From an optimization exercise on the open Yosys and OpenROAD flow, aimed at small area, a short achievable clock period and few clock cycles per item; shortcuts taken in it are not production practice. In this exercise RTL edits were held to simulation tests only and were not proved equivalent to the original. Power figures rest on the tool's default switching activity, not on a simulated workload.

==> design/flow/run.sh <==
#!/bin/bash
# synth_recipe.tcl (not shown) runs the flow's synth.tcl, then flattens the netlist and writes it again
# the make line also repeats each setting of config.mk as NAME=value (left out here)
make -C /OpenROAD-flow-scripts/flow DESIGN_CONFIG=/design/flow/config.mk WORK_HOME=/design/flow/orfs CLKGATE_MAP_FILE= SYNTH_SCRIPT=/design/flow/synth_recipe.tcl finish
==> design/flow/config.mk <==
export PLATFORM = sky130hd
export DESIGN_NAME = ordered_unique_list_table
export DESIGN_NICKNAME = ordered_unique_list_table
export VERILOG_FILES = /design/flow/design.v
export SDC_FILE = /design/flow/constraint.sdc
export NUM_CORES = 4
export LEC_CHECK = 0
export CAP_MARGIN = 20
export CORE_MARGIN = 2
export CORE_UTILIZATION = 40
export SLEW_MARGIN = 20
==> design/flow/constraint.sdc <==
create_clock -name core_clock -period 4.5 [get_ports {clk}]
set_input_delay 0.9000 -clock core_clock [delete_from_list [all_inputs] [get_ports {clk}]]
set_output_delay 0.9000 -clock core_clock [all_outputs]
set_load 0.01 [all_outputs]
==> design/flow/design.v <==
`timescale 1ns / 1ps
package oult_pkg;
  localparam int ValueW = 32;
  localparam int PosW   = 5;
  localparam int CountW = 5;
  typedef enum logic [1:0] {
    CMD_LOOKUP = 2'd0,
    CMD_INSERT = 2'd1,
    CMD_REMOVE = 2'd2,
    CMD_SPARE  = 2'd3
  } cmd_t;
  typedef enum logic [2:0] {
    STAT_OK       = 3'd0,
    STAT_RANGE    = 3'd1,
    STAT_DUP      = 3'd2,
    STAT_NOTFOUND = 3'd3,
    STAT_FULL     = 3'd4
  } status_t;
  typedef enum logic [1:0] {
    OP_HOLD       = 2'd0,
    OP_LOAD       = 2'd1,
    OP_TAKE_LOWER = 2'd2,
    OP_TAKE_UPPER = 2'd3
  } cell_op_t;
  typedef enum logic [1:0] {
    S_IDLE  = 2'd0,
    S_MATCH = 2'd1,
    S_APPLY = 2'd2
  } state_t;
endpackage
`timescale 1ns / 1ps
module oult_cell (
  input  logic                          clk,
  input  oult_pkg::cell_op_t            op,
  input  logic [oult_pkg::ValueW-1:0]   key,
  input  logic [oult_pkg::ValueW-1:0]   lower_val,
  input  logic [oult_pkg::ValueW-1:0]   upper_val,
  input  logic                          in_list,
  output logic [oult_pkg::ValueW-1:0]   entry,
  output logic                          match
);
  logic [oult_pkg::ValueW-1:0] entry_r;
  logic [oult_pkg::ValueW-1:0] entry_nxt;
  logic                        match_r;
  always_comb begin
    unique case (op)
      oult_pkg::OP_HOLD:       entry_nxt = entry_r;
      oult_pkg::OP_LOAD:       entry_nxt = key;
      oult_pkg::OP_TAKE_LOWER: entry_nxt = lower_val;
      oult_pkg::OP_TAKE_UPPER: entry_nxt = upper_val;
      default:                 entry_nxt = entry_r;
    endcase
  end
  always_ff @(posedge clk) begin
    entry_r <= entry_nxt;
    match_r <= in_list && (entry_r == key);
  end
  assign entry = entry_r;
  assign match = match_r;
endmodule
`timescale 1ns / 1ps
module ordered_unique_list_table #(
  parameter int CAPACITY = 16
) (
  input  logic        clk,
  input  logic        rst_n,
  input  logic        in_tvalid,
  output logic        in_tready,
  input  logic [39:0] in_tdata,    
  output logic        out_tvalid,
  input  logic        out_tready,
  output logic [15:0] out_tdata    
);
  localparam int IW = (CAPACITY > 1) ? $clog2(CAPACITY) : 1;
  localparam int CW = $clog2(CAPACITY + 1);
  localparam int PW = (CW > oult_pkg::PosW) ? CW : oult_pkg::PosW;
  localparam int EW = (CW > oult_pkg::CountW) ? CW : oult_pkg::CountW;
  oult_pkg::state_t state_r, state_nxt;
  logic [1:0]                  cmd_r;
  logic [oult_pkg::PosW-1:0]   pos_r;
  logic [oult_pkg::ValueW-1:0] val_r;
  logic [CW-1:0]               occ_r, occ_nxt;
  logic                        out_valid_r, out_valid_nxt;
  logic [15:0]                 out_tdata_r;
  logic in_acc;
  logic apply_go;
  logic [oult_pkg::ValueW-1:0] entry   [CAPACITY];
  logic [CAPACITY-1:0]         match;
  oult_pkg::cell_op_t          cell_op [CAPACITY];
  logic                 present;
  logic [IW-1:0]        slot;
  logic                 pos_bad;
  logic                 full;
  logic                 do_ins;
  logic                 do_rem;
  oult_pkg::status_t    status;
  logic [EW-1:0]        count_wide;
  assign in_acc = in_tvalid && in_tready;
  always_comb begin
    in_tready = 1'b0;
    apply_go  = 1'b0;
    unique case (state_r)
      oult_pkg::S_IDLE:  in_tready = 1'b1;
      oult_pkg::S_MATCH: in_tready = 1'b0;
      oult_pkg::S_APPLY: begin
        apply_go  = !out_valid_r || out_tready;
        in_tready = apply_go;
      end
      default: in_tready = 1'b0;
    endcase
  end
  always_comb begin
    state_nxt = state_r;
    unique case (state_r)
      oult_pkg::S_IDLE: begin
        if (in_acc) state_nxt = oult_pkg::S_MATCH;
      end
      oult_pkg::S_MATCH: state_nxt = oult_pkg::S_APPLY;
      oult_pkg::S_APPLY: begin
        if (apply_go) state_nxt = in_acc ? oult_pkg::S_MATCH : oult_pkg::S_IDLE;
      end
      default: state_nxt = oult_pkg::S_IDLE;
    endcase
  end
  always_comb begin
    slot = '0;
    for (int k = 0; k < CAPACITY; k++) begin
      if (match[k]) slot = slot | IW'(k);
    end
  end
  assign present = |match;
  assign pos_bad = PW'(pos_r) > PW'(occ_r);
  assign full    = occ_r == CW'(CAPACITY);
  always_comb begin
    do_ins = 1'b0;
    do_rem = 1'b0;
    status = present ? oult_pkg::STAT_OK : oult_pkg::STAT_NOTFOUND;
    if (cmd_r == oult_pkg::CMD_INSERT) begin
      priority if (pos_bad) begin
        status = oult_pkg::STAT_RANGE;
      end else if (present) begin
        status = oult_pkg::STAT_DUP;
      end else if (full) begin
        status = oult_pkg::STAT_FULL;
      end else begin
        status = oult_pkg::STAT_OK;
        do_ins = apply_go;
      end
    end else if (cmd_r == oult_pkg::CMD_REMOVE) begin
      do_rem = present && apply_go;
    end
  end
  always_comb begin
    occ_nxt = occ_r;
    if (do_ins) occ_nxt = occ_r + CW'(1);
    else if (do_rem) occ_nxt = occ_r - CW'(1);
  end
  assign count_wide = EW'(occ_nxt);
  for (genvar k = 0; k < CAPACITY; k++) begin : g_cell
    logic [oult_pkg::ValueW-1:0] lower_val;
    logic [oult_pkg::ValueW-1:0] upper_val;
    if (k == 0) begin : g_first
      assign lower_val = entry[k];
    end else begin : g_mid_lo
      assign lower_val = entry[k-1];
    end
    if (k == CAPACITY - 1) begin : g_last
      assign upper_val = entry[k];
    end else begin : g_mid_hi
      assign upper_val = entry[k+1];
    end
    always_comb begin
      cell_op[k] = oult_pkg::OP_HOLD;
      if (do_ins) begin
        priority if (PW'(k) == PW'(pos_r)) cell_op[k] = oult_pkg::OP_LOAD;
        else if (PW'(k) > PW'(pos_r))      cell_op[k] = oult_pkg::OP_TAKE_LOWER;
        else                               cell_op[k] = oult_pkg::OP_HOLD;
      end else if (do_rem) begin
        if (IW'(k) >= slot) cell_op[k] = oult_pkg::OP_TAKE_UPPER;
      end
    end
    oult_cell u_cell (
      .clk       (clk),
      .op        (cell_op[k]),
      .key       (val_r),
      .lower_val (lower_val),
      .upper_val (upper_val),
      .in_list   (CW'(k) < occ_r),
      .entry     (entry[k]),
      .match     (match[k])
    );
  end
  always_comb begin
    out_valid_nxt = out_valid_r;
    if (apply_go) out_valid_nxt = 1'b1;
    else if (out_tready) out_valid_nxt = 1'b0;
  end
  always_ff @(posedge clk) begin
    if (!rst_n) begin
      state_r     <= oult_pkg::S_IDLE;
      occ_r       <= '0;
      out_valid_r <= 1'b0;
    end else begin
      state_r     <= state_nxt;
      occ_r       <= occ_nxt;
      out_valid_r <= out_valid_nxt;
    end
  end
  always_ff @(posedge clk) begin
    if (in_acc) begin
      cmd_r <= in_tdata[1:0];
      pos_r <= in_tdata[6:2];
      val_r <= in_tdata[38:7];
    end
    if (apply_go) begin
      out_tdata_r <= {7'd0, count_wide[oult_pkg::CountW-1:0], present, status};
    end
  end
  assign out_tvalid = out_valid_r;
  assign out_tdata  = out_tdata_r;
endmodule
==> impl_metrics.py <==
metrics = {
    "placement": {
        "place.gp.congestion": 1.02,
        "dp_hpwl_um": 99200,
        "portBuffers": 53,
        "postPlaceCellArea_mm2": 0.0354,
    },
    "run_status": {
        "status": "finished clean",
    },
    "routing": {
        "totalWireLength_um": 144000,
        "vias": 26900,
        "drtAntennaViolNets": 0,
        "firstDrtPassIters": 8,
        "drt_iter0_markers": 4247,
        "wl_per_cell_um": 36.6,
        "viasPerCell": 6.83,
        "drc": 0,
    },
    "cts": {
        "clk_pin_slew_ps": 60,
        "clk_path_buf_depth": 3,
        "cts_root_buffer": "clkbuf_16",
        "cts_tree": "yes",
        "cts_buffers": 70,
        "clk_latency_ps": 640,
        "h-tree-depth": 3,
        "clock-sinks": 584,
    },
    "sta": {
        "skew_ps": 36.7,
        "finalSetupTns_ps": 0,
        "hold_violations": 0,
        "drv_slew": 0,
        "finalSetupViolCount": 0,
        "period_needed_ps": 4010,
        "fmax_ghz": 0.249,
        "rsz0062_at_grt": "no",
        "fin_crit_sh": 0.892,
        "relSlewSlack": 0.152,
        "tightest_slew_ps": 1270,
    },
    "yosys": {
        "synth.yosys.seq_area_share": 0.522,
        "synth.area.top_cells": "edfxtp_1 (51%), xnor2_1 (8.6%), a221o_1 (7.7%), xor2_1 (5.0%), a22o_1 (4.2%)",
        "synth.avg_cell_area_um2": 11.8,
        "synth_warnings": 5,
        "ys_types": 58,
        "synth_top_cell_by_area": "edfxtp_1",
        "synth_edf_count": 560,
        "yosysTopAreaCellShare": 0.507,
        "syn_area_mm2": 0.0332,
        "async_flop_share": 0,
        "synthFlopType": "edfxtp_1",
        "synthCells": 2813,
        "ys_ff_latch": 584,
    },
    "floorplan": {
        "die_area_mm2": 0.0852,
        "die_y_um": 292,
        "fp-row-count": 105,
        "io_pins": 62,
        "start_util": 0.404,
        "die_w_um": 292,
        "core-area_mm2": 0.0821,
    },
    "final_layout": {
        "final_cell_mix": "edfxtp_1 (560), xnor2_1 (325), a221o_1 (256)",
        "final_util": 0.458,
        "final_area_mm2": 0.0376,
        "fillers": 7401,
        "layout-drive-gt1-share": 0.102,
        "layout_commonest_cell": "edfxtp_1",
        "final_nets": 2868,
        "area_delta_synth_final_pct": 13.4,
    },
    "global_routing": {
        "grt-ovfl-total": 0,
        "grt_pass1_vias": 25900,
        "grt.total_usage": 0.328,
        "grt_max_degree": 97,
        "antenna_found_initial": 9,
        "grt_pass1_wl_um": 198000,
    },
    "power": {
        "p_per_area_mw_per_mm2": 339,
        "leakage_nw": 13.4,
        "peakVddDrop_v": 0.000279,
    },
    "worst_setup_path": {
        "worst_setup_path_end_kind": "flip-flop",
        "arrival_ps": 4330,
        "crit_required_ps": 4820,
        "start_kind": "flip-flop",
        "critPathKind": "flip-flop to flip-flop",
        "critPathMaxFanout": 32,
    },
    "run": {
        "cap_viol_max_count": 0,
    },
    "hold_path": {
        "min_path_type": "flip-flop to flip-flop",
    },
}
[worst paths after layout]
| check | start | end | slack [ps] | cells after the start |
|---|---|---|---|---|
| worst max register to register | g_cell[1].u_cell.match_r | g_cell[10].u_cell.entry_r[13] | 490 | 8 |
| worst min-delay path | state_r[0] | state_r[1] | 490 | 1 |
| worst min register to register | state_r[0] | state_r[1] | 490 | 1 |
| worst max-delay path | g_cell[1].u_cell.match_r | g_cell[10].u_cell.entry_r[13] | 490 | 8 |
[power by group]
group	total, mW	internal [mW]	switching [mW]
Clock	5.63	3.22	2.42
Combinational	1.02	0.419	0.601
Sequential	6.10	6.00	0.105
Total	12.8	9.63	3.12
[synth_stat cells, types with 14 or more instances]
| master | instances |
|---|---|
| edfxtp_1 | 560 |
| xnor2_1 | 325 |
| a221o_1 | 256 |
| xor2_1 | 191 |
| a21o_1 | 167 |
| clkbuf_1 | 165 |
| a22o_1 | 160 |
| and2_1 | 152 |
| o21ai_0 | 105 |
| nand4_1 | 89 |
| and3_1 | 86 |
| nand2_1 | 77 |
| nor4_1 | 71 |
| buf_1 | 67 |
| nor3_1 | 41 |
| inv_1 | 40 |
| a22oi_1 | 35 |
| buf_2 | 35 |
| nor2_1 | 27 |
| dfxtp_1 | 24 |
| a21oi_1 | 23 |
| nand3_1 | 19 |
| or4_1 | 14 |
[stage by stage]
| step | power [mW] | instances | setup WS (ps) | hold slack [ps] |
|---|---|---|---|---|
| 5_1_grt | 13.0 | 3941 | 297 | 514 |
| 2_1_floorplan | 6.76 | 2819 | 222 | 451 |
| 3_3_place_gp | 7.17 | 3812 | 485 | 474 |
| 3_5_place_dp | 7.18 | 3812 | 341 | 480 |
| 6_report | 12.8 | 3942 | 487 | 494 |
| 4_1_cts | 12.7 | 3940 | 366 | 494 |
[cell families after synthesis]
group           share of synthesized area
compound gates                      0.192
simple gates                        0.109
flops                               0.522
xor+xnor                            0.136
buf+inv                            0.0377
fa+ha+maj                         0.00340
other cells                      0.000113
mux                              0.000302
[routing by layer]
layer,track usage,vias to the layer above,part of all wire
li1,-,10800,-
met1,0.407,13400,0.36
met2,0.494,2151,0.43
met3,0.100,503,0.13
met4,0.215,6,0.081
met5,0.00851,-,0.00096
[registers in the layout (all words and copies together) (netlist names)]
name / count
g_cell.u_cell.entry_r: 512
val_r: 32
g_cell.u_cell.match_r: 16
out_tdata_r: 9
occ_r: 5
pos_r: 5
cmd_r: 2
state_r: 2
out_valid_r: 1
[final cells by class]
class                      instances  area, um2  share of cell area
inverter                          40        150             0.00399
timing repair buffer             198       1740              0.0464
clock inverter                    27        198             0.00526
multi-input combinational       1921      14900               0.396
tap                             1070       1340              0.0356
sequential                       584      17300               0.460
clock buffer                     101       2000              0.0533
antenna                            1       2.50           0.0000665
[worst max-delay path: stages, from the launching register on]
cell       delay [ps]
dfxtp_1           400
nor4_2            650
nand4_1           200
buf_4             240
or2_1             400
buf_4             260
a2111oi_0         670
or2_2             680
o21ai_0           210
[timing repair]
action	4_1_cts	5_1_grt
hold endpoints to repair	0	0
buffers inserted	0	0
hold buffers	0	0
endpoints found under the setup margin	0	14
gates resized for setup	0	1
Testbench counts, summed over its fixed seeds: cycles 24,016, items 12,000.

-- afterwards: timing with drivers on the ports --
In the flow no input, the clock included, has a driving cell. The finished layout below was timed again as built, in two steps.
Step 1 assumes that a clkbuf_16 drives the clock port and a buf_2 every other input.
Step 2 adds t to the input delays and takes it off the output delays; t is the mean of the earliest and latest rising clock arrival at the registers after step 1. Input paths then give back, and output paths get back, about the clock's delay inside the block.
a / b / c = ideal / step 1 / step 2; a / b = the first two.
t, ns: 0.692
setup WS [ns]: 0.487 / 0.487 / 0.246
worst data-port slew with drivers (ns): 0.06
After both steps this run still meets setup and hold. The setup slack of this run moves by 0.000 ns with the drivers and by -0.241 ns with both steps.
